Context: an optimization exercise on an open-source flow, tuned for small area, a short achievable clock period and few clock cycles per item. The choices shown serve that exercise and are no tape-out recipe. Where RTL was checked, it was by simulation tests only, not by an equivalence proof against the original. For run 7, only the layout was checked, not whether the RTL still works.

==> flow/design.v <==
module md4_iter_core (
   input  logic         clk,
   input  logic         rst,
   input  logic         start,
   input  logic         init_sel,
   input  logic [511:0] block_in,
   input  logic [127:0] chain_in,
   output logic         ready,
   output logic         busy,
   output logic         done,
   output logic [127:0] digest
);
   localparam logic [127:0] MD4_IV = 128'h10325476_98badcfe_efcdab89_67452301;
   localparam logic [31:0]  K2 = 32'h5a827999;
   localparam logic [31:0]  K3 = 32'h6ed9eba1;
   logic         busy_q, fin_q, done_q;
   logic [4:0]   cyc_q;
   logic [127:0] digest_q;
   logic [31:0]  b_q, c_q, g1_q, g0_q, p0_q, p1_q, oa_q, ob_q, oc_q, od_q;
   logic [15:0][31:0] x_q;
   logic [2:0]  rnd_q;
   logic [2:0]  rs0_q;    
   logic [5:0]  rs1_q;    
   logic [7:0]  xs0_q;    
   logic [7:0]  xs1_q;    
   logic [1:0]  ks_q;     
   logic [29:0] sel_d;
   function automatic logic [29:0] sel_tbl(input logic [4:0] c);
      case (c)
         5'd0: sel_tbl = 30'b00_10000000_00010000_000010_001_001;
         5'd1: sel_tbl = 30'b00_00100000_00010000_100000_100_001;
         5'd2: sel_tbl = 30'b00_00010000_00100000_000010_001_001;
         5'd3: sel_tbl = 30'b00_00000100_00001000_100000_100_001;
         5'd4: sel_tbl = 30'b00_00010000_01000000_000010_001_001;
         5'd5: sel_tbl = 30'b00_00010000_10000000_100000_100_001;
         5'd6: sel_tbl = 30'b00_00000100_00010000_000010_001_001;
         5'd7: sel_tbl = 30'b01_10000000_01000000_100000_100_001;
         5'd8: sel_tbl = 30'b01_00000100_10000000_000001_001_010;
         5'd9: sel_tbl = 30'b01_00000100_10000000_001000_010_010;
         5'd10: sel_tbl = 30'b01_00100000_01000000_000001_001_010;
         5'd11: sel_tbl = 30'b01_00001000_01000000_001000_010_010;
         5'd12: sel_tbl = 30'b01_10000000_00000100_000001_001_010;
         5'd13: sel_tbl = 30'b01_01000000_00000100_001000_010_010;
         5'd14: sel_tbl = 30'b01_00100000_10000000_000001_001_010;
         5'd15: sel_tbl = 30'b10_00001000_00000100_001000_010_010;
         5'd16: sel_tbl = 30'b10_00100000_00100000_000100_001_100;
         5'd17: sel_tbl = 30'b10_00001000_10000000_010000_100_100;
         5'd18: sel_tbl = 30'b10_00100000_00100000_000100_001_100;
         5'd19: sel_tbl = 30'b10_00000100_01000000_010000_100_100;
         5'd20: sel_tbl = 30'b10_10000000_00100000_000100_001_100;
         5'd21: sel_tbl = 30'b10_00001000_01000000_010000_100_100;
         5'd22: sel_tbl = 30'b10_00000100_01000000_000100_001_100;
         5'd23: sel_tbl = 30'b00_00000010_00000001_010000_100_100;
         5'd24: sel_tbl = 30'b00_00000001_00000010_000001_001_001;
         default: sel_tbl = 30'b00_10000000_00010000_000010_001_001;
      endcase
   endfunction
   logic go;
   assign go = busy_q ? ~fin_q : start;
   assign sel_d = go ? sel_tbl(busy_q ? cyc_q + 5'd1 : 5'd0) : '0;
   function automatic logic [31:0] fsel(input logic [2:0] r, input logic [31:0] b,
                                        input logic [31:0] c, input logic [31:0] d);
      fsel = ({32{r[0]}} & ((b & c) | (~b & d)))
           | ({32{r[1]}} & ((b & c) | (b & d) | (c & d)))
           | ({32{r[2]}} & (b ^ c ^ d));
   endfunction
   function automatic logic [31:0] rotl(input logic [31:0] v, input int s);
      rotl = (v << s) | (v >> (32 - s));
   endfunction
   logic [127:0] cv;
   assign cv = init_sel ? MD4_IV : chain_in;
   function automatic logic [63:0] fg(input logic [2:0] r, input logic [31:0] c,
                                      input logic [31:0] d);
      logic [31:0] g1, g0;
      g1 = ({32{r[0]}} & c) | ({32{r[1]}} & (c | d)) | ({32{r[2]}} & ~(c ^ d));
      g0 = ({32{r[0]}} & d) | ({32{r[1]}} & (c & d)) | ({32{r[2]}} & (c ^ d));
      fg = {g1, g0};
   endfunction
   function automatic logic [31:0] stepadd(input logic [31:0] b, input logic [63:0] g,
                                           input logic [31:0] p);
      logic [31:0] pp, gg, p0, gn, pn;
      pp = ({32{b}} & (g[63:32] ^ p)) | (~{32{b}} & (g[31:0] ^ p));
      gg = ({32{b}} & (g[63:32] & p)) | (~{32{b}} & (g[31:0] & p));
      p0 = pp;
      for (int l = 1; l < 32; l = l * 2) begin
         gn = gg;
         pn = pp;
         for (int i = l; i < 32; i++) begin
            gn[i] = gg[i] | (pp[i] & gg[i - l]);
            pn[i] = pp[i] & pp[i - l];
         end
         gg = gn;
         pp = pn;
      end
      stepadd = p0 ^ {gg[30:0], 1'b0};
   endfunction
   logic [31:0] s0, n0, s1, n1, b_d, c_d;
   logic ld_q;    
   assign s0 = stepadd(b_q, {g1_q, g0_q}, p0_q);
   assign n0 = ({32{rs0_q[0]}} & rotl(s0, 3))
             | ({32{rs0_q[1]}} & rotl(s0, 9))
             | ({32{rs0_q[2]}} & rotl(s0, 11));
   assign s1 = stepadd(n0, fg(rnd_q, b_q, c_q), p1_q);
   assign n1 = ({32{rs1_q[0]}} & rotl(s1, 5))
             | ({32{rs1_q[1]}} & rotl(s1, 7))
             | ({32{rs1_q[2]}} & rotl(s1, 9))
             | ({32{rs1_q[3]}} & rotl(s1, 13))
             | ({32{rs1_q[4]}} & rotl(s1, 15))
             | ({32{rs1_q[5]}} & rotl(s1, 19));
   logic [63:0] gnext;
   logic [2:0]  rnd_nx;      
   logic [29:0] tbl_nx;
   assign tbl_nx = sel_tbl(cyc_q + 5'd1);
   assign rnd_nx = tbl_nx[2:0];
   assign gnext = ld_q ? {cv[95:64], cv[127:96]} : fg(rnd_nx, n0, b_q);
   logic [31:0] xr0, xr1, ao0, ao1, xo0, xo1, ko, q0, q1;
   assign xr0 = ({32{xs0_q[0]}} & oa_q)
              | ({32{xs0_q[1]}} & oc_q)
              | ({32{xs0_q[2]}} & x_q[11])
              | ({32{xs0_q[3]}} & x_q[12])
              | ({32{xs0_q[4]}} & x_q[2])
              | ({32{xs0_q[5]}} & x_q[4])
              | ({32{xs0_q[6]}} & x_q[5])
              | ({32{xs0_q[7]}} & x_q[9]);
   assign xr1 = ({32{xs1_q[0]}} & ob_q)
              | ({32{xs1_q[1]}} & od_q)
              | ({32{xs1_q[2]}} & x_q[0])
              | ({32{xs1_q[3]}} & x_q[1])
              | ({32{xs1_q[4]}} & x_q[10])
              | ({32{xs1_q[5]}} & x_q[12])
              | ({32{xs1_q[6]}} & x_q[13])
              | ({32{xs1_q[7]}} & x_q[3]);
   assign ao0 = ld_q ? cv[31:0] : c_q;
   assign ao1 = ld_q ? cv[127:96] : b_q;
   assign xo0 = xr0 | ({32{ld_q}} & block_in[31:0]);
   assign xo1 = xr1 | ({32{ld_q}} & block_in[63:32]);
   assign ko  = ({32{ks_q[0]}} & K2) | ({32{ks_q[1]}} & K3);
   md4_add3 u_add0 (.a(ao0), .b(xo0), .c(ko), .s(q0));
   md4_add3 u_add1 (.a(ao1), .b(xo1), .c(ko), .s(q1));
   logic acc;
   assign acc = start & ~busy_q;
   always_ff @(posedge clk or posedge rst) begin
      if (rst) begin
         busy_q   <= 1'b0;
         fin_q    <= 1'b0;
         done_q   <= 1'b0;
         cyc_q    <= '0;
         digest_q <= '0;
         {ks_q, xs1_q, xs0_q, rs1_q, rs0_q, rnd_q} <= '0;
         ld_q     <= 1'b1;
      end else begin
         done_q <= 1'b0;
         {ks_q, xs1_q, xs0_q, rs1_q, rs0_q, rnd_q} <= sel_d;
         ld_q   <= ~go;
         if (acc) begin
            busy_q <= 1'b1;
            cyc_q  <= '0;
         end else if (busy_q) begin
            cyc_q <= cyc_q + 5'd1;
            if (cyc_q == 5'd23) fin_q <= 1'b1;
            if (fin_q) begin
               fin_q    <= 1'b0;
               busy_q   <= 1'b0;
               done_q   <= 1'b1;
               digest_q <= {p1_q, q0, q1, p0_q};
            end
         end
      end
   end
   always_ff @(posedge clk) begin
      p0_q <= q0;
      p1_q <= q1;
      b_q <= n1 | ({32{ld_q}} & cv[63:32]);
      c_q <= n0 | ({32{ld_q}} & cv[95:64]);
      {g1_q, g0_q} <= gnext;
      if (!busy_q) begin
         x_q <= block_in;
         oa_q <= cv[31:0];
         ob_q <= cv[63:32];
         oc_q <= cv[95:64];
         od_q <= cv[127:96];
      end else begin
         x_q[0] <= x_q[11];
         x_q[1] <= x_q[10];
         x_q[2] <= x_q[4];
         x_q[3] <= x_q[7];
         x_q[4] <= x_q[15];
         x_q[5] <= x_q[14];
         x_q[6] <= x_q[12];
         x_q[7] <= x_q[0];
         x_q[8] <= x_q[1];
         x_q[9] <= x_q[2];
         x_q[10] <= x_q[3];
         x_q[11] <= x_q[13];
         x_q[12] <= x_q[5];
         x_q[13] <= x_q[9];
         x_q[14] <= x_q[8];
         x_q[15] <= x_q[6];
      end
   end
   assign busy   = busy_q;
   assign ready  = ~busy_q;
   assign done   = done_q;
   assign digest = digest_q;
endmodule
module md4_add3 (
   input  logic [31:0] a,
   input  logic [31:0] b,
   input  logic [31:0] c,
   output logic [31:0] s
);
   assign s = a + b + c;
endmodule
==> flow/flow/run.sh <==
#!/bin/bash
set -euo pipefail
bash standard.sh 'BUFFER_PORTS_ARGS=-buffer_cell sky130_fd_sc_hd__buf_1' SETUP_SLACK_MARGIN=6.5 finish > standard_flow.log 2>&1
==> flow/standard.sh <==
#!/bin/bash
# synth_recipe.tcl (not shown) runs the flow's synth.tcl, then flattens the netlist and writes it again
# the make line also repeats each setting of config.mk as NAME=value (left out here)
make -C /OpenROAD-flow-scripts/flow DESIGN_CONFIG=/design/flow/config.mk WORK_HOME=/design/flow/orfs CLKGATE_MAP_FILE= SYNTH_SCRIPT=/design/flow/synth_recipe.tcl "${@:-finish}"
==> flow/config.mk <==
export PLATFORM = sky130hd
export DESIGN_NAME = md4_iter_core
export DESIGN_NICKNAME = md4_iter_core
export VERILOG_FILES = /design/flow/design.v
export SDC_FILE = /design/flow/constraint.sdc
export NUM_CORES = 4
export LEC_CHECK = 0
export ABC_AREA = 1
export CAP_MARGIN = 20
export CORE_MARGIN = 2
export CORE_UTILIZATION = 40
export CTS_BUF_LIST = sky130_fd_sc_hd__clkbuf_8
export CTS_CLUSTER_DIAMETER = 100
export CTS_CLUSTER_SIZE = 12
export SLEW_MARGIN = 20
export SYNTH_HIERARCHICAL = 1
==> flow/constraint.sdc <==
create_clock -name core_clock -period 12.0 [get_ports {clk}]
set_input_delay 2.4000 -clock core_clock [delete_from_list [all_inputs] [get_ports {clk}]]
set_output_delay 2.4000 -clock core_clock [all_outputs]
set_load 0.01 [all_outputs]
==> results.toml, run 1 <==
[placement]
dp_hpwl_microns = 262000
place_congestion = 1.06
place.port_buffers = 774
post_dp_cell_area_sq_mm = 0.0610

[critical_path]
path_depth = 25
reg2reg_from = "b_q[0]"
crit_fanout = 7
endpoint_kind = "flop"
critPathMostFrequentCell = "nand2_1"
rrSetupSlack_ns = 6.53
worstSetupStartpointType = "flop"
critPathSlowestCell = "dfxtp_1"
crit_arrival_ns = 6.10
path_buf_inv = 3
critPathTopFamily = "simple AND/OR/NAND/NOR gates"
critPathMaxStageDelay_ns = 0.51
r2r-end = "b_q[11]"
critPathKind = "flop to flop"
r2r_cells = 25
required_ns = 12.62

[yosys]
syn_area_per_cell_sq_um = 7.00
ys.flop_type = "dfxtp_1"
yosysTopAreaCellShare = 0.255
yosysWarnings = 7
synth_most_common_cell = "nand2_1"
syn_area_sq_mm = 0.0563
synth_top_area_cell = "nand2_1"
synth_area_leaders = "nand2_1 (26%), dfxtp_1 (25%), dfrtp_1 (7.2%), ha_1 (7.2%), edfxtp_1 (6.8%)"
synth_cell_type_count = 62
synth_cells = 8037
async_flop_share = 0.165
ys_seq_elements = 996
ys_seq_area_frac = 0.392
synth-edff-count = 128
synth_commonest_cells = "nand2_1 (3827), dfxtp_1 (704), inv_1 (698)"

[cts]
cts_sinks = 996
path_clk_slew_ns = 0.11
clock_latency_ns = 0.90
cts_setup_buffers = 0
htree_levels = 3
hold_buffers = 0
cts_tree = "built"
cts_buffers = 95
clk_path_buf_depth = 3
cts_root_buf = "clkbuf_8"

[drt]
routed_via_density = 5.48
wl_per_cell_microns = 29.9
routed_wl_microns = 319000
drcViolationCount = 0
vias = 58500
ant_nets = 0
first_pass_iters = 6
drt_iter0_markers = 7071

[timing]
setup_viol = 0
slew_headroom = 0.185
slew_violations = 0
fmax_mhz = 183
skew_ns = 0.0743
rsz0062_at_grt = "true"
finalHoldViolations = 0
setup_tns_ns = 0
worstMarginPinSlew_ns = 1.22
post-route-period-util = 0.456
finalCriticalPeriod_ns = 5.47

[grt]
grt_pass1_wl_microns = 426000
antenna_found_initial = 46
grt_max_degree = 159
grt_overflow = 0
track_usage = 0.431
grt_pass1_vias = 54300

[outcome]
run_status = "complete, no violations"

[min_path]
hold_path_depth = 2
hp-class = "flop to flop"
min_to = "x_q[499]"
min_from = "x_q[211]"

[floorplanning]
start_util = 0.403
die_h_microns = 379
die_width_microns = 379
num_rows = 137
die_area_sq_mm = 0.144
io_pins = 775
design.core.area_sq_mm = 0.140

[final_layout]
final_nets = 9708
area_growth_pct = 11.7
final_area_sq_mm = 0.0628
drive_gt1_frac = 0.0671

[job]
cap_viol_max_count = 0
[tightest hold or removal path, stage by stage, from the launching register on]
cell and delay, ns:
dfxtp_1 0.31, nand2_1 0.04, nand2_1 0.05
[state kept, by name, summed over array words and instances (netlist names), 3 cells and up]
register	flops
oc_q	32
b_q	32
g0_q	32
xs1_q	7
digest_q	128
oa_q	32
p0_q	32
od_q	32
p1_q	32
rs1_q	6
g1_q	32
c_q	32
cyc_q	5
ob_q	32
rnd_q	3
x_q	512
xs0_q	7
[modules after synthesis (local to each module, per instance)]
module	cells	area, sq um	flip-flops and latches
md4_add3	501	2920	0
md4_iter_core	7035	50400	996
[layer usage]
metal / GRT usage / part of all wire
met4: 0.369 / 0.10
met5: 0 / 0.00023
met1: 0.535 / 0.39
met3: 0.0820 / 0.089
met2: 0.643 / 0.42
[kinds of logic after synthesis]
logic type                 after synthesis  synth area share
buffers and inverters                 1079            0.0723
and+or+nand+nor                       4868             0.357
DFF                                    996             0.392
other                                    1         0.0000666
adders and majority gates              389            0.0950
muxes                                    1          0.000178
xor gates and xnor gates                58           0.00983
AOI/OAI and AO/OA                      645            0.0741
[how the worst max path moves through the flow]
| stage | startpoint | endpoint | slack (ns) |
|---|---|---|---|
| finish | b_q[0] | b_q[11] | 6.53 |
| global route | b_q[0] | b_q[25] | 6.44 |
| CTS | p0_q[1] | b_q[21] | 6.52 |
| detailed placement | init_sel | digest_q[53] | 5.39 |
| global placement | init_sel | digest_q[62] | 5.37 |
| floorplan | init_sel | digest_q[93] | 6.53 |
[timing repair]
| item | in CTS | in global routing |
|---|---|---|
| resized for setup | 3 | 12 |
| cloned | 0 | 0 |
| endpoints found under the setup margin | 25 | 47 |
[through the flow]
stage / instances / setup WS (ns) / utilization / hold WS [ns]
finish: 10700 / 6.53 / 0.450 / 0.428
global route: 10600 / 6.44 / 0.450 / 0.448
CTS: 10600 / 6.52 / 0.449 / 0.424
detailed placement: 10500 / 5.39 / 0.437 / 0.408
global placement: 10500 / 5.37 / 0.437 / 0.408
floorplan: 8052 / 6.53 / - / 0.403
[layout make-up]
class	instances	area (sq um)
fillers	15000	76700
multi-input cells	5977	30300
flip-flops and latches	996	22100
repair buffers	841	3440
inverters	764	2880
well taps	1876	2350
clock buffers	98	1350
clock inverters	53	339
diodes	57	143
[placed cells by master (no fill, tap or decap), drive strengths merged, types with 5 or more instances in the layout]
cell type / instances
or2: 67
o221ai: 32
and2: 6
clkbuf: 98
dfxtp: 704
ha: 325
dfrtp: 163
o22ai: 36
fa: 64
conb: 16
edfxtp: 128
a31oi: 5
nand2: 3947
a221oi: 65
nand4: 149
nor3: 27
buf: 841
o21bai: 10
a21oi: 155
inv: 799
o21ai: 220
nand3: 310
nor2: 354
o211ai: 37
a22o: 71
xor2: 51
clkinv: 15
diode: 57
nand3b: 5
xnor2: 7
Testbench counts, summed over its fixed seeds: cycles 13,312, blocks 512.
==> run 2: changes to the inputs <==
==> flow/flow/run.sh (replaced) <==
#!/bin/bash
set -euo pipefail
bash standard.sh 'BUFFER_PORTS_ARGS=-buffer_cell sky130_fd_sc_hd__buf_1' SETUP_SLACK_MARGIN=7 finish > standard_flow.log 2>&1
--- a/flow/config.mk
+++ b/flow/config.mk
@@ -8,7 +8,7 @@
 export ABC_AREA = 1
 export CAP_MARGIN = 20
 export CORE_MARGIN = 2
-export CORE_UTILIZATION = 40
+export CORE_UTILIZATION = 55
 export CTS_BUF_LIST = sky130_fd_sc_hd__clkbuf_8
 export CTS_CLUSTER_DIAMETER = 100
 export CTS_CLUSTER_SIZE = 12
==> run 2 against run 1 <==
Effect of this change: maximum frequency grew 5.3%; first-iteration DRC count is 32% higher; die area down 27%; sequential share of layout area increased by 0.25 points; non-clock buffer count down 1; synthesized cell count is the same; flip-flop and latch count stayed put.
==> results.toml, run 2 <==
[timing]
layout_setup_ws_ns = 6.80
slew_violations = 0
worstMarginPinSlew_ns = 1.18
finalHoldViolations = 0
slew_headroom = 0.211
setup_tns_ns = 0
finalCriticalPeriod_ns = 5.20
skew_ns = 0.104
post-route-period-util = 0.433
whs_ns = 0.428
fmax_mhz = 192
rsz0062_at_grt = "true"
setup_viol = 0

[final_layout]
top_register = "x_q"
area_growth_pct = 10.9
final_nets = 9707
utilization = 0.614
instances_no_fill = 10100
drive_gt1_frac = 0.0729
reg_top3 = "x_q x512, digest_q x128"
layout_commonest_cell = "nand2_1"
ff_latch_area_sq_mm = 0.0221
mostFrequentLayoutCells = "nand2_1 (3817), buf_1 (773), inv_1 (729)"
fillCellCount = 9644
multi_input_area_sq_mm = 0.0305
largest_reg_flops = 512

[min_path]
hp-class = "flop to flop"

[drt]
drt_iter0_markers = 9353
wl_per_cell_microns = 28.6
first_pass_iters = 8
ant_nets = 0
vias = 60500
drcViolationCount = 0
routed_wl_microns = 290000
routed_via_density = 5.97

[critical_path]
crit_fanout = 33
r2r_cells = 14
critPathKind = "flop to flop"
worstSetupStartpointType = "flop"
endpoint_kind = "flop"
r2r-end = "b_q[20]"
crit_arrival_ns = 5.63
rrSetupSlack_ns = 6.80
reg2reg_from = "rnd_q[0]"
required_ns = 12.43
crit_path_end = "b_q[20]"
crit_start = "rnd_q[0]"

[placement]
place_congestion = 1.12
dp_hpwl_microns = 230000
place.port_buffers = 774
preCtsSetupSlack_ns = 5.76
post-place-cells = 9936

[yosys]
ys.flop_type = "dfxtp_1"
synth_cell_type_count = 62
async_flop_share = 0.165
synth-edff-count = 128
synth_top_area_cell = "nand2_1"
synth_cells = 8037
synth_commonest_cells = "nand2_1 (3827), dfxtp_1 (704), inv_1 (698)"
yosysTopAreaCellShare = 0.255
syn_area_sq_mm = 0.0563
yosysWarnings = 7
synth_most_common_cell = "nand2_1"
synth_area_leaders = "nand2_1 (26%), dfxtp_1 (25%), dfrtp_1 (7.2%), ha_1 (7.2%), edfxtp_1 (6.8%)"
ys_seq_elements = 996
syn_area_per_cell_sq_um = 7.00
ys_seq_area_frac = 0.392

[floorplanning]
io_pins = 775
start_util = 0.554
die_area_sq_mm = 0.105
die_h_microns = 324
design.core.area_sq_mm = 0.102
die_width_microns = 324
num_rows = 117

[cts]
cts_tree = "built"
cts_buffers = 95
cts_root_buf = "clkbuf_8"
htree_levels = 3
clock_latency_ns = 0.86
clk_path_buf_depth = 3
hold_buffers = 0
path_clk_slew_ns = 0.09
cts_sinks = 996

[outcome]
run_status = "complete, no violations"

[grt]
gr-usage-met3 = 0.152
grt_max_degree = 137
grt_overflow = 0
track_usage = 0.534
grt_pass1_wl_microns = 391000
gr-max-usage-layer = "met2"
met1_usage = 0.619
grt_use_met2 = 0.756
antenna_found_initial = 57
grt_pass1_vias = 54100

[job]
cap_viol_max_count = 0
[run 2: changes by cell type in the layout (fill, tap and decap cells not counted), moves of 7 or more]
cell,previous run,this run
nand2_1,3826,3817
buf_4,64,57
ha_1,323,316
diode_2,57,41
dfxtp_2,4,14
dfxtp_1,700,690
nand2_2,119,126
nand3_2,55,64
nand3_1,249,237
[run 2: critical path: stages, from the launching register on]
cell and delay, ns:
dfrtp_2 1.09, inv_2 0.68, o211ai_1 0.67, ha_1 0.34, nand4_1 0.11, nand2_2 0.12
nand2_1 0.08, nand2_1 0.11, nand2_1 0.09, nand2_1 0.18, a21oi_2 0.19, nand3_1 0.17
and2_4 0.24, nand2_1 0.06, nand4_1 0.64
[run 2: metrics by stage]
stage          area (sq um)
2_1_floorplan         56400
3_3_place_gp          60200
3_5_place_dp          60200
4_1_cts               61900
5_1_grt               62400
6_report              62400
[run 2: area by class of cell]
cell class                 count  area share
inverter                     764      0.0462
tap                         1368      0.0274
timing repair buffer         840      0.0563
sequential                   996       0.354
multi-input combinational   5977       0.489
clock buffer                  96      0.0212
clock inverter                52     0.00495
antenna                       41     0.00164
[run 2: worst min path at each step]
stage | end | from | slack, ns | cells past startpoint
2_1_floorplan | x_q[100] | x_q[228] | 0.40 | 2
3_3_place_gp | x_q[488] | x_q[200] | 0.41 | 2
3_5_place_dp | x_q[489] | x_q[201] | 0.41 | 2
4_1_cts | x_q[422] | x_q[294] | 0.41 | 2
5_1_grt | x_q[318] | x_q[94] | 0.44 | 2
6_report | x_q[111] | x_q[239] | 0.43 | 2
[run 2: routing by layer]
metal,part of all wire,vias to the layer above
met5,0.00037,-
met4,0.13,12
met3,0.13,1268
met2,0.40,4732
met1,0.34,27900
li1,-,26600
[run 2: cells by family after synthesis]
kind of cell / count (synthesis) / synth area share
and+or+nand+nor: 4868 / 0.357
buffers and inverters: 1079 / 0.0723
DFF: 996 / 0.392
AOI/OAI and AO/OA: 645 / 0.0741
adders and majority gates: 389 / 0.0950
xor gates and xnor gates: 58 / 0.00983
other: 1 / 0.0000666
muxes: 1 / 0.000178
[run 2: timing repair]
| action | CTS | global route |
|---|---|---|
| setup buffers | 3 | 3 |
| pin swaps | 1 | 8 |
| endpoints found under the setup margin | 44 | 96 |
| resized for setup | 7 | 84 |
| cloned | 0 | 2 |
[run 2: per-module statistics from Yosys, one instance, submodules excluded]
module / copies in the design / cells
md4_iter_core: 1 / 7035
md4_add3: 2 / 501
==> run 3: changes to the inputs <==
--- a/flow/config.mk
+++ b/flow/config.mk
@@ -8,7 +8,7 @@
 export ABC_AREA = 1
 export CAP_MARGIN = 20
 export CORE_MARGIN = 2
-export CORE_UTILIZATION = 55
+export CORE_UTILIZATION = 40
 export CTS_BUF_LIST = sky130_fd_sc_hd__clkbuf_8
 export CTS_CLUSTER_DIAMETER = 100
 export CTS_CLUSTER_SIZE = 12
==> run 3 against run 2 <==
Effect of this change: clock skew down 0.028 ns; final area up 1.5%; global-route usage down 9.7 points; worst hold slack worse by 0.025 ns; flip-flop and latch count unchanged; count of clock-buffer cells in the layout unchanged; still clean on timing, DRC and antenna; critical path depth up 11; die area up 37%; sequential share of layout area down 0.47 points; setup slack better by 0.17 ns.
==> results.toml, run 3 <==
[yosys]
syn_area_per_cell_sq_um = 7.00
synth_commonest_cells = "nand2_1 (3827), dfxtp_1 (704), inv_1 (698)"
async_flop_share = 0.165
synth_area_leaders = "nand2_1 (26%), dfxtp_1 (25%), dfrtp_1 (7.2%), ha_1 (7.2%), edfxtp_1 (6.8%)"
synth-edff-count = 128
ys_seq_area_frac = 0.392
yosysWarnings = 7
ys_seq_elements = 996
synth_most_common_cell = "nand2_1"
syn_area_sq_mm = 0.0563
ys.flop_type = "dfxtp_1"
synth_cell_type_count = 62
yosysTopAreaCellShare = 0.255
synth_top_area_cell = "nand2_1"
synth_cells = 8037

[grt]
track_usage = 0.437
grt_pass1_wl_microns = 431000
grt_overflow = 0
antenna_found_initial = 46
grt_pass1_vias = 54300
grt_max_degree = 219

[drt]
routed_wl_microns = 325000
routed_via_density = 5.50
first_pass_iters = 6
wl_per_cell_microns = 30.5
vias = 58600
ant_nets = 0
drt_iter0_markers = 7302
drcViolationCount = 0

[critical_path]
critPathKind = "flop to flop"
crit_fanout = 6
worstSetupStartpointType = "flop"
crit_arrival_ns = 5.56
required_ns = 12.54
endpoint_kind = "flop"

[placement]
place_congestion = 1.07
post_dp_cell_area_sq_mm = 0.0609
place.port_buffers = 774
dp_hpwl_microns = 262000
post-place-cells = 10400

[floorplanning]
num_rows = 137
design.core.area_sq_mm = 0.140
io_pins = 775
die_area_sq_mm = 0.144
die_h_microns = 379
die_width_microns = 379
start_util = 0.403

[timing]
post-route-period-util = 0.419
finalCriticalPeriod_ns = 5.02
slew_headroom = 0.0780
setup_tns_ns = 0
skew_ns = 0.0758
worstMarginPinSlew_ns = 1.38
finalHoldViolations = 0
setup_viol = 0
slew_violations = 0
rsz0062_at_grt = "true"
fmax_mhz = 199

[final_layout]
top_register = "x_q"
fillCellCount = 15000
layout_commonest_cell = "nand2_1"
drive_gt1_frac = 0.0784
final_nets = 9722
reg_top3 = "x_q x512, digest_q x128"
mostFrequentLayoutCells = "nand2_1 (3802), buf_1 (773), inv_1 (730)"
largest_reg_flops = 512
final_area_sq_mm = 0.0633
instances_no_fill = 10700
utilization = 0.454
area_growth_pct = 12.5

[cts]
cts_buffers = 95
cts_tree = "built"
cts_root_buf = "clkbuf_8"
hold_buffers = 0
clock_latency_ns = 0.87
path_clk_slew_ns = 0.10
htree_levels = 3
clk_path_buf_depth = 3
cts_sinks = 996

[min_path]
hp-class = "flop to flop"

[outcome]
run_status = "complete, no violations"

[job]
cap_viol_max_count = 0
==> run 3: changes by cell type in the layout (fill, tap and decap cells not counted), moves of 4 or more <==
| cell | before | now |
|---|---|---|
| o21ai_2 | 13 | 17 |
| nand2_2 | 126 | 141 |
| dfxtp_2 | 14 | 18 |
| dfxtp_1 | 690 | 682 |
| nand2_1 | 3817 | 3802 |
| dfxtp_4 | 0 | 4 |
| o21ai_0 | 177 | 172 |
| diode_2 | 41 | 34 |
| buf_4 | 57 | 69 |
==> run 3: worst paths after layout <==
kind / startpoint / to / slack [ns] / cells after the start
setup / recovery: p0_q[1] / b_q[23] / 6.98 / 25
hold / removal: x_q[133] / x_q[69] / 0.40 / 2
setup reg to reg: p0_q[1] / b_q[23] / 6.98 / 25
hold reg to reg: x_q[133] / x_q[69] / 0.40 / 2
max in group asynchronous: rst / busy_q / 8.64 / 4
min in group asynchronous: rst / digest_q[56] / 1.81 / 3
==> run 3: cell families (layout without fill, tap and decap cells) <==
kind of cell	Yosys count	in the layout	synth area share
compound gates	645	645	0.0741
xor+xnor	58	58	0.00983
fa+ha+maj	389	389	0.0950
buf+inv	1079	1768	0.0723
flops	996	996	0.392
mux	1	1	0.000178
other cells	1	50	0.0000666
simple gates	4868	4868	0.357
==> run 3: worst max-delay path: stages, from the launching register on <==
cell and delay, ns:
dfxtp_4 0.39, ha_1 0.28, nand2_1 0.06, nand2_1 0.15
ha_1 0.22, nand3b_1 0.29, buf_4 0.22, buf_4 0.13
nand3_1 0.15, nand3_2 0.17, nand2_1 0.14, nand3_1 0.11
nand2_2 0.22, nand2_1 0.07, o21ai_1 0.22, inv_1 0.21
nor2_2 0.18, inv_1 0.10, nor2_4 0.20, nand2_1 0.07
nand2_1 0.13, inv_1 0.09, nand2_1 0.07, nand2_1 0.24
nand3_1 0.16, nand4_1 0.48
==> run 3: per-stage QoR <==
stage	hold WS, ns	setup WS [ns]
after CTS	0.415	6.99
after detailed placement	0.408	5.29
after global routing	0.428	6.94
after floorplan	0.403	6.88
after global placement	0.407	5.30
final	0.403	6.98
==> run 3: final cells by class <==
cell class / instances / area (sq um) / share of cell area
Tap cell: 1876 / 2350 / 0.0371
Antenna cell: 34 / 85.1 / 0.00134
Clock buffer: 96 / 1320 / 0.0209
Multi-Input combinational cell: 5977 / 30600 / 0.484
Sequential cell: 996 / 22100 / 0.349
Timing Repair Buffer: 855 / 3680 / 0.0581
Clock inverter: 53 / 295 / 0.00466
Inverter: 764 / 2880 / 0.0455
==> run 3: timing repair <==
action,CTS,global route
setup buffers,6,10
gates cloned,0,3
resized for setup,60,77
pin swaps,3,17
setup endpoints to repair,87,80
endpoints found under the hold margin,0,0
==> run 3: Yosys stat by module (local to each module, per instance) <==
module | area [sq um] | cells inside
md4_add3 | 2920 | 501
md4_iter_core | 50400 | 7035
==> run 3: metal layers <==
metal | up-vias | track usage | routed length, microns
met5 | - | 0 | 111
met4 | 16 | 0.372 | 32700
met3 | 764 | 0.0847 | 29000
met2 | 3219 | 0.654 | 138000
met1 | 28000 | 0.539 | 125000
li1 | 26600 | - | -
==> run 4: changes to the inputs <==
--- a/flow/config.mk
+++ b/flow/config.mk
@@ -8,7 +8,7 @@
 export ABC_AREA = 1
 export CAP_MARGIN = 20
 export CORE_MARGIN = 2
-export CORE_UTILIZATION = 40
+export CORE_UTILIZATION = 50
 export CTS_BUF_LIST = sky130_fd_sc_hd__clkbuf_8
 export CTS_CLUSTER_DIAMETER = 100
 export CTS_CLUSTER_SIZE = 12
==> run 4 against run 3 <==
Effect of this change: critical endpoint is now digest_q[57]; synthesized area did not move; critical path depth shrank 10.
==> results.toml, run 4 <==
[placement]
dp_hpwl_microns = 234000
place.port_buffers = 774
post-place-cells = 10100
place_congestion = 1.10

[yosys]
synth_xor_area_frac = 0.00983
syn_area_sq_mm = 0.0563
ys.flop_type = "dfxtp_1"
synth_area_leaders = "nand2_1 (26%), dfxtp_1 (25%), dfrtp_1 (7.2%), ha_1 (7.2%), edfxtp_1 (6.8%)"
syn_area_per_cell_sq_um = 7.00
synth_commonest_cells = "nand2_1 (3827), dfxtp_1 (704), inv_1 (698)"
synth_most_common_cell = "nand2_1"
synth-compound-area-share = 0.0741
ys_seq_elements = 996
yosysTopAreaCellShare = 0.255
synth_top_area_cell = "nand2_1"
synth_top_family_by_area = "simple AND/OR/NAND/NOR gates"
synth_fa_ha_area_frac = 0.0950
async_flop_share = 0.165
yosysWarnings = 7
synth_mux_area_frac = 0.000178
synth_cells = 8037
synth-simple-area-share = 0.357
synth-edff-count = 128
ys_seq_area_frac = 0.392
synth_cell_type_count = 62

[drt]
vias = 58700
drcViolationCount = 0
drt_iter0_markers = 8057
wl_per_cell_microns = 28.2
routed_wl_microns = 290000
routed_via_density = 5.72
first_pass_iters = 9
ant_nets = 0

[grt]
grt_overflow = 0
grt_max_degree = 173
track_usage = 0.485
grt_pass1_wl_microns = 395000
antenna_found_initial = 32
grt_pass1_vias = 54000

[timing]
finalCriticalPeriod_ns = 4.91
slew_headroom = 0.162
skew_ns = 0.0740
post-route-period-util = 0.409
setup_viol = 0
rsz0062_at_grt = "true"
finalHoldViolations = 0
slew_violations = 0
fmax_mhz = 204
worstMarginPinSlew_ns = 1.26
setup_tns_ns = 0

[cts]
path_clk_slew_ns = 0.09
cts_root_buf = "clkbuf_8"
cts_buffers = 94
clk_path_buf_depth = 3
cts_sinks = 996
clock_latency_ns = 0.82
htree_levels = 3
cts_tree = "built"

[floorplanning]
io_pins = 775
die_area_sq_mm = 0.115
die_width_microns = 339
design.core.area_sq_mm = 0.112
die_h_microns = 339
start_util = 0.502
num_rows = 123

[min_path]
hp-class = "flop to flop"
min_from = "x_q[200]"
hold_path_depth = 2
min_to = "x_q[488]"

[critical_path]
r2r-end = "b_q[17]"
crit_arrival_ns = 5.68
worstSetupStartpointType = "input port"
rrSetupSlack_ns = 7.10
crit_fanout = 5
endpoint_kind = "flop"
critPathKind = "input port to flop"
reg2reg_from = "p0_q[12]"
required_ns = 12.77
r2r_cells = 30

[final_layout]
mostFrequentLayoutCells = "nand2_1 (3809), buf_1 (773), inv_1 (734)"
largest_reg_flops = 512
reg_top3 = "x_q x512, digest_q x128"
top_register = "x_q"
final_nets = 9710
instances_no_fill = 10300
layout_commonest_cell = "nand2_1"
drive_gt1_frac = 0.0734
area_growth_pct = 11.2

[outcome]
run_status = "complete, no violations"

[job]
cap_viol_max_count = 0
-- run 4: how the worst max path moves through the flow --
stage | cells after the start | end | startpoint | slack (ns)
6_report | 15 | digest_q[57] | block_in[54] | 7.09
5_1_grt | 15 | digest_q[57] | block_in[56] | 7.00
4_1_cts | 28 | b_q[23] | p0_q[0] | 7.01
3_5_place_dp | 20 | digest_q[85] | init_sel | 5.54
3_3_place_gp | 20 | digest_q[85] | init_sel | 5.62
2_1_floorplan | 21 | digest_q[93] | init_sel | 6.88
-- run 4: modules after synthesis (local to each module, per instance) --
| module | cell area [sq um] | flip-flops and latches | times used |
|---|---|---|---|
| md4_add3 | 2920 | 0 | 2 |
| md4_iter_core | 50400 | 996 | 1 |
-- run 4: layout make-up --
cell class	instances	area (sq um)
timing repair buffer	844	3540
multi-input combinational	5977	30500
antenna	37	92.6
fill	11100	49500
inverter	764	2890
clock inverter	53	269
tap	1500	1880
sequential	996	22100
clock buffer	97	1340
-- run 4: worst max-delay path: stages --
cell      delay [ns]
buf_1           0.14
a221oi_1        0.52
nand4_1         0.49
fa_1            0.61
ha_1            0.44
nand2_1         0.11
inv_1           0.09
nand2_1         0.08
nor3_1          0.22
nand3_1         0.15
nand3_1         0.11
nand2_1         0.05
nand2_1         0.10
nand2_1         0.07
nand2_1         0.09
-- run 4: layer usage --
layer	vias up	wire length, microns	share of wire	global-route usage
met1	27300	103000	0.36	0.579
met2	3860	121000	0.42	0.717
met4	8	34800	0.12	0.476
li1	26600	-	-	-
met5	-	55	0.00019	0
met3	967	31200	0.11	0.103
-- run 4: cells by family after synthesis --
group           count (synthesis)
simple gates                 4868
buf+inv                      1079
flops                         996
compound gates                645
fa+ha+maj                     389
xor+xnor                       58
other cells                     1
mux                             1
-- run 4: metrics by stage --
| stage | instance area (sq um) | hold slack [ns] | setup WS (ns) | utilization |
|---|---|---|---|---|
| floorplan | 56400 | 0.403 | 6.88 | - |
| global placement | 60500 | 0.406 | 5.62 | 0.540 |
| detailed placement | 60500 | 0.409 | 5.54 | 0.540 |
| CTS | 62200 | 0.389 | 7.01 | 0.555 |
| global route | 62500 | 0.409 | 7.00 | 0.558 |
| finish | 62600 | 0.410 | 7.09 | 0.558 |
-- run 4: what timing repair did --
item,in CTS,in global routing
gates resized for setup,38,56
endpoints found under the setup margin,108,63
hold buffers,0,0
setup buffers,5,1
pin swaps,3,7
gates cloned,0,1
==> run 5: changes to the inputs <==
--- a/flow/config.mk
+++ b/flow/config.mk
@@ -13,4 +13,3 @@
 export CTS_CLUSTER_DIAMETER = 100
 export CTS_CLUSTER_SIZE = 12
 export SLEW_MARGIN = 20
-export SYNTH_HIERARCHICAL = 1
==> run 5 against run 4 <==
Effect of this change: largest cell class unchanged; critical path type unchanged; highest routed layer unchanged; cell count decreased by 5.2%; still clean; core utilization grew 1.1 points; routed wire length increased by 0.47%; critical endpoint is now digest_q[95].
==> results.toml, run 5 <==
[timing]
finalHoldViolations = 0
skew_ns = 0.0786
setup_viol = 0
fmax_mhz = 194
worstMarginPinSlew_ns = 1.26
post-route-period-util = 0.431
finalCriticalPeriod_ns = 5.17
rsz0062_at_grt = "true"
slew_headroom = 0.160
setup_tns_ns = 0
slew_violations = 0

[cts]
clk_path_buf_depth = 3
cts_tree = "built"
cts_root_buf = "clkbuf_8"
htree_levels = 3
cts_sinks = 996
cts_buffers = 94
path_clk_slew_ns = 0.08
clock_latency_ns = 0.84

[critical_path]
critPathKind = "input port to flop"
crit_arrival_ns = 5.84
endpoint_kind = "flop"
rrSetupSlack_ns = 6.90
r2r_cells = 17
crit_fanout = 7
required_ns = 12.67
r2r-end = "digest_q[95]"
worstSetupStartpointType = "input port"
reg2reg_from = "xs1_q[0]"

[final_layout]
ff_latch_area_sq_mm = 0.0221
mostFrequentLayoutCells = "nand2_1 (3484), buf_1 (767), dfxtp_1 (697)"
drive_gt1_frac = 0.0942
layout_commonest_cell = "nand2_1"
fillCellCount = 10500
utilization = 0.569
multi_input_area_sq_mm = 0.0297
largest_reg_flops = 512
reg_top3 = "x_q x512, digest_q x128"
final_nets = 9259
top_register = "x_q"
final_area_sq_mm = 0.0618
instances_no_fill = 9729
area_growth_pct = 13.3

[floorplanning]
io_pins = 775
die_h_microns = 334
num_rows = 121
die_area_sq_mm = 0.112
die_width_microns = 334
design.core.area_sq_mm = 0.109
start_util = 0.502

[yosys]
synth_mux_area_frac = 0
synth_top_area_cell = "dfxtp_1"
ys_seq_area_frac = 0.404
async_flop_share = 0.165
synth_top_family_by_area = "simple AND/OR/NAND/NOR gates"
syn_area_sq_mm = 0.0545
synth-edff-count = 128
ys_seq_elements = 996
synth_most_common_cell = "nand2_1"
synth_cells = 7550
yosysWarnings = 1
synth-simple-area-share = 0.336
synth-compound-area-share = 0.0823
synth_xor_area_frac = 0.0141
synth_area_leaders = "dfxtp_1 (26%), nand2_1 (24%), ha_1 (7.8%), dfrtp_1 (7.5%), edfxtp_1 (7.0%)"
synth_fa_ha_area_frac = 0.0961
synth_cell_type_count = 63
yosysTopAreaCellShare = 0.258
syn_area_per_cell_sq_um = 7.22
ys.flop_type = "dfxtp_1"
synth_commonest_cells = "nand2_1 (3514), dfxtp_1 (704), inv_1 (589)"

[min_path]
hold_path_depth = 2
min_from = "x_q[219]"
hp-class = "flop to flop"
min_to = "x_q[507]"

[drt]
routed_wl_microns = 291000
vias = 57600
drt_iter0_markers = 8783
ant_nets = 0
drcViolationCount = 0
routed_via_density = 5.92
first_pass_iters = 7
wl_per_cell_microns = 29.9

[job]
cap_viol_max_count = 0

[grt]
grt_pass1_vias = 52200
grt_overflow = 0
track_usage = 0.504
grt_max_degree = 241
antenna_found_initial = 38
grt_pass1_wl_microns = 394000

[placement]
place.port_buffers = 774
post-place-cells = 9488
place_congestion = 1.09
post_dp_cell_area_sq_mm = 0.0589
dp_hpwl_microns = 231000

[outcome]
run_status = "complete, no violations"
-- run 5: logic make-up (layout without fill, tap and decap cells) --
group	after synthesis	after routing
simple gates	4411	4411
flops	996	996
buf+inv	979	1708
compound gates	693	693
fa+ha+maj	389	389
xor+xnor	82	82
other cells	0	36
-- run 5: metrics by stage --
stage	hold slack (ns)	setup slack, ns
finish	0.413	6.83
detailed placement	0.409	5.04
global route	0.419	6.64
floorplan	0.403	6.07
CTS	0.418	6.90
global placement	0.407	5.10
-- run 5: how the worst max path moves through the flow --
stage,from,endpoint,slack [ns]
final,init_sel,digest_q[95],6.83
after global routing,chain_in[99],digest_q[63],6.64
after CTS,block_in[37],digest_q[62],6.90
after detailed placement,init_sel,digest_q[63],5.04
after global placement,init_sel,digest_q[63],5.10
after floorplan,init_sel,digest_q[63],6.07
-- run 5: layout make-up --
type,count,area share
Clock buffer,97,0.0216
Multi-Input combinational cell,5575,0.482
Sequential cell,996,0.357
Tap cell,1414,0.0286
Antenna cell,36,0.00146
Inverter,665,0.0408
Clock inverter,52,0.00417
Timing Repair Buffer,894,0.0644
-- run 5: critical path: stages --
cell       delay, ns
clkbuf_16       0.16
buf_4           0.15
or2_4           0.23
nand2_2         0.06
o21ai_2         0.07
fa_2            0.38
ha_4            0.18
fa_2            0.37
nand3_2         0.07
nand2_2         0.06
a21o_1          0.19
a21oi_4         0.16
o21ai_4         0.10
a21oi_4         0.21
o21ai_2         0.10
nand3_2         0.10
nand2_4         0.07
a21oi_4         0.16
o21ai_2         0.09
inv_2           0.10
o31ai_4         0.07
xor2_1          0.20
nand2_1         0.11
nand2_1         0.06
-- run 5: per-layer routing --
metal,wire length (microns),up-vias,share of wire,GRT usage
met3,33600,1111,0.12,0.128
met1,103000,27000,0.35,0.599
met4,34100,18,0.12,0.481
met5,109,-,0.00037,0
met2,120000,4117,0.41,0.739
li1,-,25300,-,-
-- run 5: what timing repair did --
item | in CTS | in global routing
endpoints found under the hold margin | 0 | 0
endpoints found under the setup margin | 87 | 62
buffers inserted | 18 | 31
pin swaps | 26 | 56
cloned | 3 | 2
gates resized for setup | 57 | 104
hold buffers | 0 | 0
==> run 6: changes to the inputs <==
--- a/flow/config.mk
+++ b/flow/config.mk
@@ -8,8 +8,7 @@
 export ABC_AREA = 1
 export CAP_MARGIN = 20
 export CORE_MARGIN = 2
-export CORE_UTILIZATION = 50
-export CTS_BUF_LIST = sky130_fd_sc_hd__clkbuf_8
-export CTS_CLUSTER_DIAMETER = 100
-export CTS_CLUSTER_SIZE = 12
+export CORE_UTILIZATION = 40
+export CTS_BUF_LIST = sky130_fd_sc_hd__clkbuf_4 sky130_fd_sc_hd__clkbuf_8
 export SLEW_MARGIN = 20
+export SYNTH_HIERARCHICAL = 1
==> run 6 against run 5 <==
Effect of this change: first-iteration DRC count shrank 13%; synthesized cell count grew 6.5%; sequential share of layout area fell by 2.1 points; still clean; highest routed layer unchanged; flip-flop and latch count unchanged; global-route usage shrank 6.5 points; clock skew rose by 0.0023 ns.
==> results.toml, run 6 <==
[timing]
worstMarginPinSlew_ns = 1.29
slew_headroom = 0.138
rsz0062_at_grt = "false"
skew_ns = 0.0809
setup_viol = 0
setup_tns_ns = 0
post-route-period-util = 0.411
fmax_mhz = 203
finalCriticalPeriod_ns = 4.93
slew_violations = 0
finalHoldViolations = 0

[yosys]
ys_seq_area_frac = 0.392
yosysWarnings = 7
ys.flop_type = "dfxtp_1"
syn_area_sq_mm = 0.0563
synth_top_area_cell = "nand2_1"
synth_area_leaders = "nand2_1 (26%), dfxtp_1 (25%), dfrtp_1 (7.2%), ha_1 (7.2%), edfxtp_1 (6.8%)"
ys_seq_elements = 996
yosysTopAreaCellShare = 0.255
synth_commonest_cells = "nand2_1 (3827), dfxtp_1 (704), inv_1 (698)"
async_flop_share = 0.165
synth_cells = 8037
synth_cell_type_count = 62
syn_area_per_cell_sq_um = 7.00
synth_most_common_cell = "nand2_1"
synth-edff-count = 128

[floorplanning]
design.core.area_sq_mm = 0.140
start_util = 0.403
die_width_microns = 379
num_rows = 137
die_area_sq_mm = 0.144
io_pins = 775
die_h_microns = 379

[critical_path]
r2r-end = "b_q[7]"
critPathMaxStageDelay_ns = 0.53
r2r_cells = 26
endpoint_kind = "flop"
reg2reg_from = "p0_q[0]"
critPathKind = "input port to flop"
crit_path_end = "digest_q[63]"
critPathMostFrequentCell = "nand2_1"
crit_start = "init_sel"
path_buf_inv = 3
crit_arrival_ns = 5.72
required_ns = 12.79
path_cells = "buf_12 -> nor2_1 -> nand2_1 -> o21ai_0 -> fa_1 -> ha_1 -> nand2_2 -> inv_1 -> nand2_1 -> inv_1 -> a21oi_1 -> nand2_2 -> nand2_1 -> nand2_1 -> nand2_1 -> nand2_1 -> nand2_1 -> nand2_1"
worstSetupStartpointType = "input port"
critPathSlowestCell = "fa_1"
critPathTopFamily = "simple AND/OR/NAND/NOR gates"
path_depth = 18
crit_fanout = 44
rrSetupSlack_ns = 7.10

[placement]
place.port_buffers = 774
place_congestion = 1.07
dp_hpwl_microns = 262000
post_dp_cell_area_sq_mm = 0.0609
post-place-cells = 10400

[grt]
track_usage = 0.439
antenna_found_initial = 51
grt_pass1_vias = 55100
grt_max_degree = 219
grt_pass1_wl_microns = 433000
grt_overflow = 0

[drt]
routed_wl_microns = 325000
ant_nets = 0
wl_per_cell_microns = 30.1
first_pass_iters = 6
vias = 59300
routed_via_density = 5.47
drcViolationCount = 0
drt_iter0_markers = 7609

[final_layout]
fillCellCount = 14800
drive_gt1_frac = 0.0999
area_growth_pct = 16.8
largest_reg_flops = 512
final_area_sq_mm = 0.0657
final_nets = 9800
reg_top3 = "x_q x512, digest_q x128"
layout_commonest_cell = "nand2_1"
top_register = "x_q"
mostFrequentLayoutCells = "nand2_1 (3805), buf_1 (773), inv_1 (689)"
instances_no_fill = 10800
utilization = 0.471

[cts]
cts_tree = "built"
cts_sinks = 996
cts_buffers = 177
clock_latency_ns = 0.94
path_clk_slew_ns = 0.06
htree_levels = 4
hold_buffers = 0
clk_path_buf_depth = 3
cts_root_buf = "clkbuf_8"

[min_path]
hp-class = "flop to flop"
hold_path_depth = 2
min_from = "x_q[366]"

[outcome]
run_status = "complete, no violations"

[job]
cap_viol_max_count = 0
run 6: changes by cell type after synthesis, moves of 15 or more:
cell       delta
a21oi_1      +19
nor2_1       +55
a221oi_1     -27
inv_1       +109
nand2_4      -15
o21ai_0      -27
nand2_2      +33
nand3_1      +51
xnor2_1      -17
o2111ai_1    -19
nand2_1     +313
a22o_1       +45
run 6: through the flow:
stage	hold slack, ns	worst slack [ns]
2_1_floorplan	0.403	6.88
3_3_place_gp	0.407	5.30
3_5_place_dp	0.408	5.29
4_1_cts	0.398	7.01
5_1_grt	0.425	6.99
6_report	0.403	7.07
run 6: Yosys stat by module, one instance, submodules excluded:
| module | flops+latches | cells | area, sq um |
|---|---|---|---|
| md4_add3 | 0 | 501 | 2920 |
| md4_iter_core | 996 | 7035 | 50400 |
run 6: cell type report:
| type | count | area [sq um] | area share |
|---|---|---|---|
| multi-input cells | 5977 | 30700 | 0.466 |
| flip-flops and latches | 996 | 22100 | 0.336 |
| repair buffers | 851 | 3640 | 0.0553 |
| clock buffers | 286 | 3550 | 0.0541 |
| inverters | 764 | 2880 | 0.0438 |
| well taps | 1876 | 2350 | 0.0357 |
| clock inverters | 47 | 494 | 0.00752 |
| diodes | 32 | 80.1 | 0.00122 |
run 6: routing by layer:
metal,vias to the layer above,wire [microns],track usage
met5,-,137,0
met4,22,32200,0.363
met3,835,29400,0.0909
met2,3396,139000,0.661
met1,28200,125000,0.539
li1,26800,-,-
run 6: timing repair:
item                                    in CTS  in global routing
gates cloned                                 0                  2
pin swaps                                    5                  8
buffers inserted                             7                  6
gates resized for setup                     57                 78
endpoints found under the setup margin      82                 67
run 6: worst register-to-register path, cell delays in order (launching register included):
cell and delay (ns):
dfxtp_2 0.40, ha_1 0.22, nand2_1 0.07, nand2_2 0.14, ha_1 0.23, nand3b_1 0.26
buf_4 0.21, buf_4 0.13, nand3_1 0.16, nand3_2 0.16, nand2_1 0.09, nand2_1 0.09
xor2_2 0.18, nand2_1 0.09, nand2_2 0.16, o21ai_1 0.56, nor2_1 0.11, nand2_1 0.08
nand2_1 0.11, a21oi_2 0.20, nor2_1 0.08, nor2_2 0.12, nand3_2 0.21, nand3_1 0.15
nand2_1 0.12, nor2_1 0.20, nand2_1 0.20
run 6: kinds of logic (layout without fill, tap and decap cells):
family | count (synthesis) | in the layout | synth area share
AO/OA/AOI/OAI | 645 | 645 | 0.0741
XOR/XNOR | 58 | 58 | 0.00983
adder cells (fa/ha/maj) | 389 | 389 | 0.0950
buffers and inverters | 1079 | 1948 | 0.0723
flip-flops | 996 | 996 | 0.392
multiplexers | 1 | 1 | 0.000178
other | 1 | 48 | 0.0000666
AND/OR/NAND/NOR | 4868 | 4868 | 0.357
run 6: how the worst min path moves through the flow:
stage                          end  slack, ns
after floorplan           x_q[100]       0.40
after global placement    x_q[476]       0.41
after detailed placement  x_q[496]       0.41
after CTS                 x_q[121]       0.40
after global routing       x_q[14]       0.42
final                      x_q[14]       0.40
==> run 7: changes to the inputs <==
--- a/flow/design.v
+++ b/flow/design.v
@@ -16,7 +16,8 @@
    logic         busy_q, fin_q, done_q;
    logic [4:0]   cyc_q;
    logic [127:0] digest_q;
-   logic [31:0]  b_q, c_q, g1_q, g0_q, p0_q, p1_q, oa_q, ob_q, oc_q, od_q;
+   logic [31:0]  b_q, c_q, p1_q, oa_q, ob_q, oc_q, od_q;
+   logic [31:0]  h1x_q, h1a_q, h0x_q, h0a_q;   
    logic [15:0][31:0] x_q;
    logic [2:0]  rnd_q;
    logic [2:0]  rs0_q;    
@@ -51,7 +52,7 @@
          5'd21: sel_tbl = 30'b10_00001000_01000000_010000_100_100;
          5'd22: sel_tbl = 30'b10_00000100_01000000_000100_001_100;
          5'd23: sel_tbl = 30'b00_00000010_00000001_010000_100_100;
-         5'd24: sel_tbl = 30'b00_00000001_00000010_000001_001_001;
+         5'd24: sel_tbl = 30'b00_00000001_00000010_000001_001_000;
          default: sel_tbl = 30'b00_10000000_00010000_000010_001_001;
       endcase
    endfunction
@@ -76,11 +77,10 @@
       g0 = ({32{r[0]}} & d) | ({32{r[1]}} & (c & d)) | ({32{r[2]}} & (c ^ d));
       fg = {g1, g0};
    endfunction
-   function automatic logic [31:0] stepadd(input logic [31:0] b, input logic [63:0] g,
-                                           input logic [31:0] p);
+   function automatic logic [31:0] stepadd(input logic [31:0] b, input logic [127:0] h);
       logic [31:0] pp, gg, p0, gn, pn;
-      pp = ({32{b}} & (g[63:32] ^ p)) | (~{32{b}} & (g[31:0] ^ p));
-      gg = ({32{b}} & (g[63:32] & p)) | (~{32{b}} & (g[31:0] & p));
+      pp = ({32{b}} & h[127:96]) | (~{32{b}} & h[63:32]);
+      gg = ({32{b}} & h[95:64]) | (~{32{b}} & h[31:0]);
       p0 = pp;
       for (int l = 1; l < 32; l = l * 2) begin
          gn = gg;
@@ -94,13 +94,16 @@
       end
       stepadd = p0 ^ {gg[30:0], 1'b0};
    endfunction
+   function automatic logic [127:0] hterms(input logic [63:0] g, input logic [31:0] p);
+      hterms = {g[63:32] ^ p, g[63:32] & p, g[31:0] ^ p, g[31:0] & p};
+   endfunction
    logic [31:0] s0, n0, s1, n1, b_d, c_d;
    logic ld_q;    
-   assign s0 = stepadd(b_q, {g1_q, g0_q}, p0_q);
+   assign s0 = stepadd(b_q, {h1x_q, h1a_q, h0x_q, h0a_q});
    assign n0 = ({32{rs0_q[0]}} & rotl(s0, 3))
              | ({32{rs0_q[1]}} & rotl(s0, 9))
              | ({32{rs0_q[2]}} & rotl(s0, 11));
-   assign s1 = stepadd(n0, fg(rnd_q, b_q, c_q), p1_q);
+   assign s1 = stepadd(n0, hterms(fg(rnd_q, b_q, c_q), p1_q));
    assign n1 = ({32{rs1_q[0]}} & rotl(s1, 5))
              | ({32{rs1_q[1]}} & rotl(s1, 7))
              | ({32{rs1_q[2]}} & rotl(s1, 9))
@@ -162,17 +165,16 @@
                fin_q    <= 1'b0;
                busy_q   <= 1'b0;
                done_q   <= 1'b1;
-               digest_q <= {p1_q, q0, q1, p0_q};
+               digest_q <= {p1_q, q0, q1, h0x_q};    
             end
          end
       end
    end
    always_ff @(posedge clk) begin
-      p0_q <= q0;
       p1_q <= q1;
       b_q <= n1 | ({32{ld_q}} & cv[63:32]);
       c_q <= n0 | ({32{ld_q}} & cv[95:64]);
-      {g1_q, g0_q} <= gnext;
+      {h1x_q, h1a_q, h0x_q, h0a_q} <= hterms(gnext, q0);
       if (!busy_q) begin
          x_q <= block_in;
          oa_q <= cv[31:0];
--- a/flow/config.mk
+++ b/flow/config.mk
@@ -8,7 +8,9 @@
 export ABC_AREA = 1
 export CAP_MARGIN = 20
 export CORE_MARGIN = 2
-export CORE_UTILIZATION = 40
-export CTS_BUF_LIST = sky130_fd_sc_hd__clkbuf_4 sky130_fd_sc_hd__clkbuf_8
+export CORE_UTILIZATION = 50
+export CTS_BUF_LIST = sky130_fd_sc_hd__clkbuf_8
+export CTS_CLUSTER_DIAMETER = 100
+export CTS_CLUSTER_SIZE = 12
 export SLEW_MARGIN = 20
 export SYNTH_HIERARCHICAL = 1
==> run 7 against run 6 <==
Effect of this change: still clean; count of clock-buffer cells in the layout fell by 187; global-route usage is 2.1 points higher; flip-flop and latch count up 30; largest cell class unchanged.
==> results.toml, run 7 <==
[outcome]
run_status = "complete, no violations"

[yosys]
synth_top_area_cell = "dfxtp_1"
synth_commonest_cells = "nand2_1 (3775), dfxtp_1 (734), inv_1 (664)"
yosysWarnings = 7
synth_area_leaders = "dfxtp_1 (26%), nand2_1 (25%), dfrtp_1 (7.2%), ha_1 (7.1%), edfxtp_1 (6.8%)"
async_flop_share = 0.160
synth_cell_type_count = 59
synth_cells = 7980
yosysTopAreaCellShare = 0.259
ys_seq_elements = 1026
ys_seq_area_frac = 0.399
syn_area_per_cell_sq_um = 7.10
synth_most_common_cell = "nand2_1"
synth-edff-count = 128
ys.flop_type = "dfxtp_1"
syn_area_sq_mm = 0.0567

[cts]
cts_sinks = 1026
hold_buffers = 0
cts_buffers = 97
path_clk_slew_ns = 0.09
clk_path_buf_depth = 3
cts_tree = "built"
htree_levels = 3
clock_latency_ns = 0.83
cts_root_buf = "clkbuf_8"

[min_path]
hp-class = "flop to flop"
hold_path_depth = 2
min_to = "x_q[113]"
min_from = "x_q[241]"

[timing]
finalCriticalPeriod_ns = 5.09
skew_ns = 0.0501
post-route-period-util = 0.424
slew_headroom = 0.206
rsz0062_at_grt = "true"
slew_violations = 0
worstMarginPinSlew_ns = 1.19
layout_setup_ws_ns = 6.91
setup_tns_ns = 0
finalHoldViolations = 0
setup_viol = 0
fmax_mhz = 197
whs_ns = 0.427

[floorplanning]
die_width_microns = 341
design.core.area_sq_mm = 0.112
die_area_sq_mm = 0.116
num_rows = 123
start_util = 0.504
die_h_microns = 341
io_pins = 775

[grt]
grt_pass1_wl_microns = 382000
grt_max_degree = 201
antenna_found_initial = 37
grt_overflow = 0
track_usage = 0.460
grt_pass1_vias = 54400

[critical_path]
crit_fanout = 58
endpoint_kind = "flop"
crit_arrival_ns = 5.80
path_buf_inv = 3
r2r-end = "b_q[11]"
critPathKind = "input port to flop"
required_ns = 12.71
critPathMaxStageDelay_ns = 0.53
critPathSlowestCell = "fa_1"
path_cells = "clkbuf_16 -> or2_2 -> nand2_1 -> o21ai_0 -> fa_1 -> ha_1 -> nand2_2 -> inv_1 -> nand2_1 -> nand2_2 -> inv_1 -> nand3_4 -> nand2_1 -> nand3_1 -> nand2_1 -> nand2_2 -> ha_1"
worstSetupStartpointType = "input port"
rrSetupSlack_ns = 6.97
critPathMostFrequentCell = "nand2_1"
critPathTopFamily = "simple AND/OR/NAND/NOR gates"
r2r_cells = 21
reg2reg_from = "b_q[27]"

[final_layout]
final_area_sq_mm = 0.0635
multi_input_area_sq_mm = 0.0310
instances_no_fill = 10200
drive_gt1_frac = 0.0816
mostFrequentLayoutCells = "nand2_1 (3750), buf_1 (773), dfxtp_1 (726)"
utilization = 0.565
reg_top3 = "x_q x512, digest_q x128"
layout_commonest_cell = "nand2_1"
final_nets = 9658
top_register = "x_q"
area_growth_pct = 12.1
largest_reg_flops = 512
ff_latch_area_sq_mm = 0.0227
fillCellCount = 11100

[drt]
wl_per_cell_microns = 26.9
drt_iter0_markers = 7425
routed_via_density = 5.71
vias = 58300
ant_nets = 0
routed_wl_microns = 274000
drcViolationCount = 0
first_pass_iters = 6

[placement]
dp_hpwl_microns = 216000
place_congestion = 1.14
preCtsSetupSlack_ns = 5.19
post_dp_cell_area_sq_mm = 0.0612
place.port_buffers = 774
post-place-cells = 10000

[job]
cap_viol_max_count = 0
-- run 7: worst register-to-register path, delay by kind of cell, from the launching register on --
kind / cells / cell delay, ns
DFF: 1 / 0.72
adders and majority gates: 1 / 0.27
buffers and inverters: 2 / 0.15
and+or+nand+nor: 14 / 2.61
AOI/OAI and AO/OA: 4 / 1.02
-- run 7: what timing repair did --
| item | 4_1_cts | 5_1_grt |
|---|---|---|
| pin swaps | 5 | 29 |
| gates cloned | 1 | 1 |
| gates resized for setup | 19 | 112 |
| setup buffers | 3 | 2 |
| setup endpoints to repair | 153 | 157 |
| hold endpoints to repair | 0 | 0 |
-- run 7: how the worst max path moves through the flow --
stage,from,slack [ns],to,depth (start not counted)
2_1_floorplan,busy_q,6.90,ready,4
3_3_place_gp,init_sel,5.14,digest_q[49],16
3_5_place_dp,init_sel,5.19,digest_q[49],16
4_1_cts,block_in[47],6.91,digest_q[49],14
5_1_grt,init_sel,6.86,h0x_q[18],17
6_report,init_sel,6.91,h0x_q[18],17
-- run 7: cell families after synthesis --
group | Yosys count | synth area share
buffers and inverters | 1045 | 0.0694
multiplexers | 2 | 0.000353
AND/OR/NAND/NOR | 4810 | 0.352
adder cells (fa/ha/maj) | 386 | 0.0937
flip-flops | 1026 | 0.399
other | 1 | 0.0000662
XOR/XNOR | 59 | 0.00991
AO/OA/AOI/OAI | 651 | 0.0750
-- run 7: per-layer routing --
| layer | global-route usage | routed length [microns] | vias to the layer above |
|---|---|---|---|
| li1 | - | - | 26500 |
| met2 | 0.680 | 115000 | 3589 |
| met4 | 0.358 | 25400 | 12 |
| met5 | 0 | 83 | - |
| met1 | 0.577 | 101000 | 27300 |
| met3 | 0.112 | 32900 | 894 |
-- run 7: cell type report --
type / count / share of cell area
inverter: 739 / 0.0439
clock inverter: 50 / 0.00400
clock buffer: 99 / 0.0214
sequential: 1026 / 0.357
tap: 1500 / 0.0295
antenna: 19 / 0.000748
multi-input combinational: 5924 / 0.488
timing repair buffer: 840 / 0.0556
-- run 7: modules after synthesis, one instance, submodules excluded --
module / flops+latches / cells inside / copies in the design / cell area, sq um
md4_iter_core: 1026 / 6978 / 1 / 50800
md4_add3: 0 / 501 / 2 / 2920

-- re-timing with driven ports --
The flow's constraints put no driver on any port. The routed layouts listed below were extracted and timed again, unchanged, in two steps.
Step 1 (the two cells are an assumption about what drives the block):
set clk [get_ports {clk}]
set_driving_cell -lib_cell sky130_fd_sc_hd__clkbuf_16 $clk
set_driving_cell -lib_cell sky130_fd_sc_hd__buf_2 [delete_from_list [all_inputs] $clk]
Step 2 times the ports against the registers' clock, not the clock port: input delays grow and output delays shrink by t, the midpoint of the rising clock arrivals with the driver on.
Three values: ideal, step 1, step 2; two values: the first two.
run | t (ns) | slack for setup (ns) | worst slew at a driven data input, ns
run 1 | 0.943 | 6.527 / 6.527 / 5.829 | 0.19
run 2 | 0.888 | 6.804 / 6.804 / 6.146 | 0.25
run 3 | 0.914 | 6.975 / 6.975 / 6.185 | 0.21
run 4 | 0.869 | 7.091 / 7.081 / 6.260 | 0.21
run 5 | 0.879 | 6.833 / 6.621 / 5.743 | 0.42
run 6 | 0.991 | 7.066 / 7.080 / 6.112 | 0.20
run 7 | 0.885 | 6.913 / 6.943 / 6.057 | 0.20
After both steps setup and hold are still met in every run listed. The setup slack of run 5, which loses most, moves by -0.212 ns with the drivers and by -1.090 ns with both steps.
